This design comes from an exercise in tuning for small area on the open sky130 flow, not from production work. Only simulation tests tie the RTL to the original design; equivalence was not proved. No activity file was given, so power comes from the tool's default toggle rates.

==> v3: inputs <==
// key_event_hotkey_filter
module key_event_hotkey_filter (
    input  logic        i_clk,
    input  logic        i_rst_n,
    input  logic        i_cfg_we,
    input  logic [2:0]  i_cfg_index,
    input  logic [19:0] i_cfg_data,
    input  logic        i_valid,
    output logic        o_stall,
    input  logic        i_is_key_event,
    input  logic [9:0]  i_key_code,
    input  logic [1:0]  i_key_value,
    output logic        o_valid,
    input  logic        i_stall,
    output logic [1:0]  o_action,
    output logic [1:0]  o_hotkey_index,
    output logic        o_caps_lock_on,
    output logic        o_refresh_wait,
    output logic        o_text_candidate,
    output logic        o_word_reset
);
    localparam logic [63:0] MOD_CODE = {8'd126, 8'd125, 8'd97, 8'd29,
                                        8'd54, 8'd42, 8'd100, 8'd56};
    logic [79:0] r_hotkey;
    logic        r_s1_valid;
    logic [7:0]  r_s1_code;
    logic [1:0]  r_s1_val;
    logic [255:0] r_swal;
    logic [7:0]   r_held;       
    logic         r_caps;
    logic         r_oms;
    logic         r_rp;
    logic        r_out_valid;
    logic [3:0]  r_out_res;
    logic        out_fwd;
    logic        out_ready;
    logic        s1_advance;
    logic        active;
    logic        rel, press, prep;
    logic [7:0]  mod_sel;
    logic        is_mod;
    logic [7:0]  held_upd;
    logic [3:0]  mods;
    logic [3:0]  hit;
    logic        hit_any;
    logic [1:0]  hit_idx;
    logic        swal_rd;
    logic        drop;
    logic        hk;
    logic        fwd;
    logic        wr_code;
    assign out_ready  = !r_out_valid || !i_stall;
  ...
clock: 10.0 ns
lec_check: 0
abc_area: 1
cap_margin: 10
core_margin: 2
core_utilization: 60
slew_margin: 10
standard.sh (not shown) runs the stock make flow with config.mk's settings and CLKGATE_MAP_FILE= SYNTH_SCRIPT=/design/flow/synth_recipe.tcl, a recipe that flattens the netlist after the stock synthesis.
==> flow/flow/run.sh <==
#!/bin/bash
# Layout flow: the standard synthesis, then the combinational logic is
# re-mapped for area with an area-oriented ABC script (registers untouched),
# then the standard layout from floorplan to finish.
set -euo pipefail
W=$(pwd)
P=${FLOW_PLATFORM:-sky130hd}
R=$W/orfs/results/$P/key_event_hotkey_filter/base
LIB=$FLOW_HOME/platforms/$P/lib/sky130_fd_sc_hd__tt_025C_1v80.lib

bash standard.sh synth > $W/flow_1_std_synth.log 2>&1

cp $R/1_2_yosys.v $W/std_1_2_yosys.v
export REMAP_LIB=$LIB REMAP_TOP=$FLOW_TOP
export REMAP_IN=$W/std_1_2_yosys.v REMAP_OUT=$W/remap_1_2_yosys.v
# flow/abc_scripts.txt holds the ABC scripts to try, separated by "---" lines
mkdir -p $W/abc
awk -v d=$W/abc 'BEGIN{n=1} /^---$/{n++; next} {print > sprintf("%s/s%02d.script", d, n)}' $W/flow/abc_scripts.txt
export REMAP_ABC="$(ls $W/abc/s*.script | tr "\n" " ")" REMAP_STAT=$W/remap_stat.txt
export REMAP_SEQ="$(awk '/^ *cell *\(/{match($0,/"[^"]*"/); c=substr($0,RSTART+1,RLENGTH-2)} /^ *(ff|latch|statetable) *\(/{print c}' $LIB | sort -u | tr '\n' ' ')"
export REMAP_DONTUSE="$(sed -n '/DONT_USE_CELLS += /,/^#/p' $FLOW_HOME/platforms/$P/config.mk | grep -o 'sky130_fd_sc_hd__[a-z0-9_]*' | tr '\n' ' ')"
${YOSYS_EXE:-yosys} -c $W/flow/remap.tcl > $W/flow_2_remap.log 2>&1

python3 $W/flow/upsize.py $LIB $W/remap_1_2_yosys.v $W/upsized_1_2_yosys.v 14 $REMAP_DONTUSE > $W/flow_2b_upsize.log 2>&1

sleep 1
cp $W/upsized_1_2_yosys.v $R/1_2_yosys.v
touch $R/1_2_yosys.v

# layout: no dummy loads in the clock tree, small clock buffers, and the
# smallest buffer on the ports
CTS="-sink_clustering_enable -repair_clock_nets -dont_use_dummy_load -buf_list sky130_fd_sc_hd__clkbuf_4 -sink_clustering_size 10 -sink_clustering_max_diameter 40"
bash standard.sh "CTS_ARGS=$CTS" "BUFFER_PORTS_ARGS=-buffer_cell sky130_fd_sc_hd__buf_1" finish > $W/flow_3_std_layout.log 2>&1
==> flow/flow/remap.tcl <==
# Re-map the combinational logic of the standard synthesis netlist for area.
# The registers (their instances, names and cell types) are kept as they are.
# Each ABC script in REMAP_ABC is tried on the same logic; the mapping with
# the smallest cell area is kept.
yosys -import
set lib $::env(REMAP_LIB)
set in  $::env(REMAP_IN)
set out $::env(REMAP_OUT)
set scripts $::env(REMAP_ABC)
set seqcells $::env(REMAP_SEQ)
set dontuse $::env(REMAP_DONTUSE)

read_liberty -ignore_miss_func $lib
foreach c $seqcells { blackbox $c }
read_verilog -defer $in
hierarchy -top $::env(REMAP_TOP)
flatten
hierarchy -top $::env(REMAP_TOP)
read_liberty -lib -overwrite $lib
opt_clean -purge
tee -o $::env(REMAP_STAT).in stat -liberty $lib
design -save base

set du {}
foreach c $dontuse { lappend du -dont_use $c }
set best_area 1e18
set best_script ""
foreach script $scripts {
  design -load base
  abc -script $script -liberty $lib {*}$du
  opt_clean -purge
  tee -q -o $::env(REMAP_STAT).try stat -liberty $lib
  set fh [open $::env(REMAP_STAT).try r]
  set txt [read $fh]
  close $fh
  if {[regexp {Chip area for module[^:]*:\s*([0-9.]+)} $txt -> area]} {
    puts "REMAP $script area $area"
    if {$area < $best_area} {
      set best_area $area
      set best_script $script
      design -save best
    }
  }
}
puts "REMAP best $best_script area $best_area"
design -load best

setundef -zero
splitnets
opt_clean -purge
hilomap -singleton -hicell sky130_fd_sc_hd__conb_1 HI -locell sky130_fd_sc_hd__conb_1 LO
insbuf -buf sky130_fd_sc_hd__buf_1 A X
check -assert -mapped
tee -o $::env(REMAP_STAT) stat -liberty $lib
write_verilog -noattr -nohex -nodec $out
==> flow/flow/upsize.py <==
#!/usr/bin/env python3
"""Give a stronger drive to each gate whose output net has many loads.

usage: upsize.py LIB IN.v OUT.v MIN_FANOUT DONT_USE...
A gate whose output drives MIN_FANOUT or more input pins is swapped for the
next drive strength of the same cell (same function and pins), so that the
layout's repair needs fewer buffers. Registers, inverters and buffers are not touched.
"""
import re
import sys

lib, src, dst, min_fanout = sys.argv[1], sys.argv[2], sys.argv[3], int(sys.argv[4])
dont_use = set(sys.argv[5:])

# cell -> (area, {pin: direction}, is_sequential)
cells = {}
cur = None
depth = 0
pin = None
for line in open(lib):
    m = re.match(r'\s*cell\s*\(\s*"?([^")]+)"?\s*\)', line)
    if m:
        cur = m.group(1)
        cells[cur] = [0.0, {}, False]
        continue
    if cur is None:
        continue
    m = re.match(r'\s*area\s*:\s*([0-9.]+)', line)
    if m:
        cells[cur][0] = float(m.group(1))
    m = re.match(r'\s*pin\s*\(\s*"?(\w+)"?\s*\)', line)
    if m:
        pin = m.group(1)
    m = re.match(r'\s*direction\s*:\s*"?(\w+)"?', line)
    if m and pin:
        cells[cur][1][pin] = m.group(1)
        pin = None
    if re.match(r'\s*(ff|latch|statetable)\s*\(', line):
        cells[cur][2] = True

text = open(src).read()
inst_re = re.compile(r'(\s)(sky130_fd_sc_hd__\w+)(\s+)(\S+)(\s*\()(.*?)\);', re.S)
insts = []
loads = {}
for m in inst_re.finditer(text):
    ctype, body = m.group(2), m.group(6)
    pins = re.findall(r'\.(\w+)\s*\(\s*([^()]*?)\s*\)', body)
    insts.append((m, ctype, pins))
    info = cells.get(ctype)
    if not info:
        continue
    for p, net in pins:
        if info[1].get(p) == 'input':
            loads[net] = loads.get(net, 0) + 1


def stronger(ctype):
    m = re.match(r'(sky130_fd_sc_hd__\w+?)_(\d+)$', ctype)
    if not m:
        return None
    base, size = m.group(1), int(m.group(2))
    options = []
    for c in cells:
        mm = re.match(re.escape(base) + r'_(\d+)$', c)
        if mm and int(mm.group(1)) > size and c not in dont_use:
            if cells[c][1] == cells[ctype][1]:
                options.append((int(mm.group(1)), c))
    return min(options)[1] if options else None


swaps = {}
for m, ctype, pins in insts:
    info = cells.get(ctype)
    if not info or info[2]:
        continue
    outs = [net for p, net in pins if info[1].get(p) == 'output']
    if re.search(r'__(clk)?(inv|buf)', ctype):
        continue
    if any(loads.get(n, 0) >= min_fanout for n in outs):
        s = stronger(ctype)
        if s:
            swaps[m.start()] = (m, s)

out = []
last = 0
for start in sorted(swaps):
    m, s = swaps[start]
    out.append(text[last:m.start(2)])
    out.append(s)
    last = m.end(2)
out.append(text[last:])
open(dst, 'w').write(''.join(out))
print(f'upsize: {len(swaps)} gates given a stronger drive (fanout >= {min_fanout})')
for start in sorted(swaps):
    m, s = swaps[start]
    print(f'  {m.group(4)}: {m.group(2)} -> {s}')
Other scripts of this flow, unchanged in this note and not shown: flow/flow/abc_scripts.txt
==> inputs of v26, as changes to v3 <==
--- a/flow/design.v
+++ b/flow/design.v
@@ -91,19 +91,30 @@
     logic        wr_code;
     assign out_ready  = !r_out_valid || !i_stall;
     assign s1_advance = r_s1_valid && out_ready;
     assign o_stall    = r_s1_valid && !out_ready;
     assign active     = s1_advance;
     assign rel   = (r_s1_val == 2'd0);
     assign press = (r_s1_val == 2'd1);
     assign prep  = (r_s1_val == 2'd1) || (r_s1_val == 2'd2);
+    logic [15:0] row_dec, col_dec;
+    always_comb begin
+        for (int j = 0; j < 16; j++) begin
+            row_dec[j] = (r_s1_code[7:4] == 4'(j));
+            col_dec[j] = (r_s1_code[3:0] == 4'(j));
+        end
+    end
+    function automatic logic is_code(input logic [15:0] rd, input logic [15:0] cd,
+                                     input logic [7:0] c);
+        is_code = rd[c[7:4]] && cd[c[3:0]];
+    endfunction
     always_comb begin
         for (int m = 0; m < 8; m++) begin
-            mod_sel[m]  = (r_s1_code == MOD_CODE[m*8 +: 8]);
+            mod_sel[m]  = is_code(row_dec, col_dec, MOD_CODE[m*8 +: 8]);
             held_upd[m] = mod_sel[m] ? (r_s1_val == 2'd3 ? r_held[m] : !rel) : r_held[m];
         end
     end
     assign is_mod  = |mod_sel;
     assign mods[0] = held_upd[0] || held_upd[1];
     assign mods[1] = held_upd[2] || held_upd[3];
     assign mods[2] = held_upd[4] || held_upd[5];
     assign mods[3] = held_upd[6] || held_upd[7];
@@ -116,26 +127,23 @@
                 .i_code_nz(r_s1_code != 8'd0),
                 .i_mods_n (~mods),
                 .o_hit    (hit[gi])
             );
         end
     endgenerate
     assign hit_any = |hit;
     assign hit_idx = hit[0] ? 2'd0 : hit[1] ? 2'd1 : hit[2] ? 2'd2 : 2'd3;
-    logic [15:0] row_dec, col_dec;
     logic [15:0] row_n, col_n, row_s_n, col_s_n;
     logic [15:0] row_rd;
     logic        swal_wr;
     logic [255:0] swal_nx;
     assign swal_wr = active && (rel || hk);
     always_comb begin
         for (int j = 0; j < 16; j++) begin
-            row_dec[j] = (r_s1_code[7:4] == 4'(j));
-            col_dec[j] = (r_s1_code[3:0] == 4'(j));
             row_n[j]   = !(!i_rst_n || (swal_wr && row_dec[j]));
             col_n[j]   = !(!i_rst_n || col_dec[j]);
             row_s_n[j] = !(i_rst_n && swal_wr && row_dec[j]);
             col_s_n[j] = !(press && col_dec[j]);
         end
     end
     always_comb begin
         for (int j = 0; j < 16; j++) begin
@@ -158,17 +166,17 @@
         swal_rd = 1'b0;
         for (int j = 0; j < 16; j++) begin
             swal_rd = swal_rd || (row_dec[j] && row_rd[j]);
         end
     end
     assign drop    = rel && swal_rd;
     assign hk      = press && hit_any;
     assign fwd     = !drop && !hk;
-    assign wr_code = (r_s1_code == 8'd14) || (r_s1_code == 8'd111);
+    assign wr_code = is_code(row_dec, col_dec, 8'd14) || is_code(row_dec, col_dec, 8'd111);
     always_ff @(posedge i_clk) begin
         if (!i_rst_n) begin
             r_hotkey    <= '0;
             r_s1_valid  <= 1'b0;
             r_out_valid <= 1'b0;
             r_held      <= '0;
             r_caps      <= 1'b0;
             r_oms       <= 1'b0;
@@ -180,17 +188,17 @@
             if (!o_stall) begin
                 r_s1_valid <= i_valid;
             end
             if (out_ready) begin
                 r_out_valid <= r_s1_valid;
             end
             if (active) begin
                 r_held <= held_upd;
-                if (press && r_s1_code == 8'd58) begin
+                if (press && is_code(row_dec, col_dec, 8'd58)) begin
                     r_caps <= !r_caps;
                 end
                 if (fwd) begin
                     if (press && is_mod) begin
                         r_oms <= 1'b1;
                     end else if (rel && is_mod) begin
                         if (mods == 4'd0 && r_oms) begin
                             r_rp <= 1'b1;
==> flow/flow/run.sh (replaced) <==
#!/bin/bash
# Layout flow: the standard synthesis, then the combinational logic is
# restructured and re-mapped for area with ABC (registers untouched; several
# mapping scripts are tried and the smallest result kept), then the standard flow's
# standard layout from floorplan to finish.
set -euo pipefail
W=$(pwd)
P=${FLOW_PLATFORM:-sky130hd}
R=$W/orfs/results/$P/key_event_hotkey_filter/base
LIB=$FLOW_HOME/platforms/$P/lib/sky130_fd_sc_hd__tt_025C_1v80.lib

bash standard.sh synth > $W/flow_1_std_synth.log 2>&1

cp $R/1_2_yosys.v $W/std_1_2_yosys.v
export REMAP_LIB=$LIB REMAP_TOP=$FLOW_TOP
export REMAP_IN=$W/std_1_2_yosys.v REMAP_OUT=$W/remap_1_2_yosys.v
# flow/abc_scripts.txt holds the ABC scripts to try, separated by "---" lines
mkdir -p $W/abc
awk -v d=$W/abc 'BEGIN{n=1} /^---$/{n++; next} {print > sprintf("%s/s%02d.script", d, n)}' $W/flow/abc_scripts.txt
export REMAP_ABC="$(ls $W/abc/s*.script | tr "\n" " ")" REMAP_STAT=$W/remap_stat.txt
export REMAP_SEQ="$(awk '/^ *cell *\(/{match($0,/"[^"]*"/); c=substr($0,RSTART+1,RLENGTH-2)} /^ *(ff|latch|statetable) *\(/{print c}' $LIB | sort -u | tr '\n' ' ')"
export REMAP_DONTUSE="$(sed -n '/DONT_USE_CELLS += /,/^#/p' $FLOW_HOME/platforms/$P/config.mk | grep -o 'sky130_fd_sc_hd__[a-z0-9_]*' | tr '\n' ' ')"

# Restructuring before the mapping: ABC's deep synthesis, bounded in time,
# from four random seeds at once (one per core); the smallest result is kept.
for seed in 1 2 3 4; do
  printf '&get -n\n&st\n&deepsyn -T 240 -S %d\n&put\n' $seed > $W/abc/pre_$seed.script
  REMAP_PRE=$W/abc/pre_$seed.script REMAP_OUT=$W/remap_$seed.v REMAP_STAT=$W/remap_stat_$seed.txt \
    ${YOSYS_EXE:-yosys} -c $W/flow/remap.tcl > $W/flow_2_remap_$seed.log 2>&1 &
done
wait
best=""
best_area=""
for seed in 1 2 3 4; do
  a=$(sed -n 's/.*Chip area for module[^:]*: *\([0-9.]*\).*/\1/p' $W/remap_stat_$seed.txt 2>/dev/null || true)
  echo "seed $seed: area $a" >> $W/flow_2_remap.log
  [[ -n "$a" ]] || continue
  if [[ -z "$best" ]] || awk -v a="$a" -v b="$best_area" 'BEGIN{exit !(a < b)}'; then
    best=$seed
    best_area=$a
  fi
done
[[ -n "$best" ]]
echo "kept seed $best: area $best_area" >> $W/flow_2_remap.log
cp $W/remap_$best.v $W/remap_1_2_yosys.v
cp $W/remap_stat_$best.txt $W/remap_stat.txt

sleep 1
cp $W/remap_1_2_yosys.v $R/1_2_yosys.v
touch $R/1_2_yosys.v

# layout: no dummy loads in the clock tree, small clock buffers, and the
# smallest buffer on the ports
CTS="-sink_clustering_enable -repair_clock_nets -dont_use_dummy_load -buf_list sky130_fd_sc_hd__clkbuf_4 -sink_clustering_size 10 -sink_clustering_max_diameter 40"
bash standard.sh "CTS_ARGS=$CTS" "BUFFER_PORTS_ARGS=-buffer_cell sky130_fd_sc_hd__buf_1" finish > $W/flow_3_std_layout.log 2>&1
--- a/flow/flow/remap.tcl
+++ b/flow/flow/remap.tcl
@@ -14,16 +14,24 @@
 foreach c $seqcells { blackbox $c }
 read_verilog -defer $in
 hierarchy -top $::env(REMAP_TOP)
 flatten
 hierarchy -top $::env(REMAP_TOP)
 read_liberty -lib -overwrite $lib
 opt_clean -purge
 tee -o $::env(REMAP_STAT).in stat -liberty $lib
+# optional restructuring of the logic before mapping (its result is read back
+# as generic gates)
+if {[info exists ::env(REMAP_PRE)] && $::env(REMAP_PRE) ne ""} {
+  abc -script $::env(REMAP_PRE)
+  techmap
+  opt -fast
+  opt_clean -purge
+}
 design -save base
 
 set du {}
 foreach c $dontuse { lappend du -dont_use $c }
 set best_area 1e18
 set best_script ""
 foreach script $scripts {
   design -load base
- CAP_MARGIN: 10 -> 5
- SLEW_MARGIN: 10 -> 5
removed: flow/flow/upsize.py
==> results.txt <==
| quantity | v3 | v26 |
|---|---|---|
| Synth Cell Area | 14400 µm² | 13900 µm² |
| Outcome | complete, no violations | complete, no violations |
| Clk Latency, worst-skew pair | 740 ps | 720 ps |
| First drt pass iteration count | 8 | 9 |
| Net load switching power | 0.658 mW | 0.625 mW |
| Worst reg2reg setup slack | 3410 ps | 4210 ps |
| Area added between synthesis and finish | 7.53% | 9.14% |
| Number of CTS-inserted buffers | 47 | 45 |
| Number of non-clock inverters in the layout | 75 | 13 |
| Leakage | 4.94 nW | 5.24 nW |
| Cells on worst reg2reg path | 16 | 15 |
| Number of instances in the synthesized netlist | 1652 | 1467 |
| Half-perimeter wire length after placement | 30.8 mm | 30.2 mm |
| Tot Pwr | 2.38 mW | 2.34 mW |
| Number of global-route vias before repair | 13700 | 12800 |
| Multi-input combinational area share | 0.443 | 0.438 |
| Largest net degree at the start of global routing | 79 | 56 |
| Area after detailed placement | 15200 µm² | 14900 µm² |
| Worst path slowest cell | o211ai_2 | dfxtp_1 |

static timing again, ports no longer ideal:
The results above use ideal ports. As a check the final layouts listed here were re-extracted and re-timed, cells and wires unchanged.
Step 1, drivers: a clkbuf_16 drives i_clk and a buf_2 each remaining input, both assumed.
Step 2 adds t to the input delays and takes it off the output delays; t is the mean of the earliest and latest rising clock arrival at the registers after step 1. Input paths then give back, and output paths get back, about the clock's delay inside the block.
Slacks: ideal / step 1 / step 2; pairs: ideal / step 1.
run | shift t [ns] | setup slack, ns | worst setup path at the end | worst register clock-pin slew, ns
v3 | 0.752 | 3.409 / 3.409 / 3.409 | register to register | 0.12 / 0.12
v26 | 0.744 | 4.208 / 4.208 / 4.208 | register to register | 0.12 / 0.12
After both steps setup and hold are still met in every run listed.
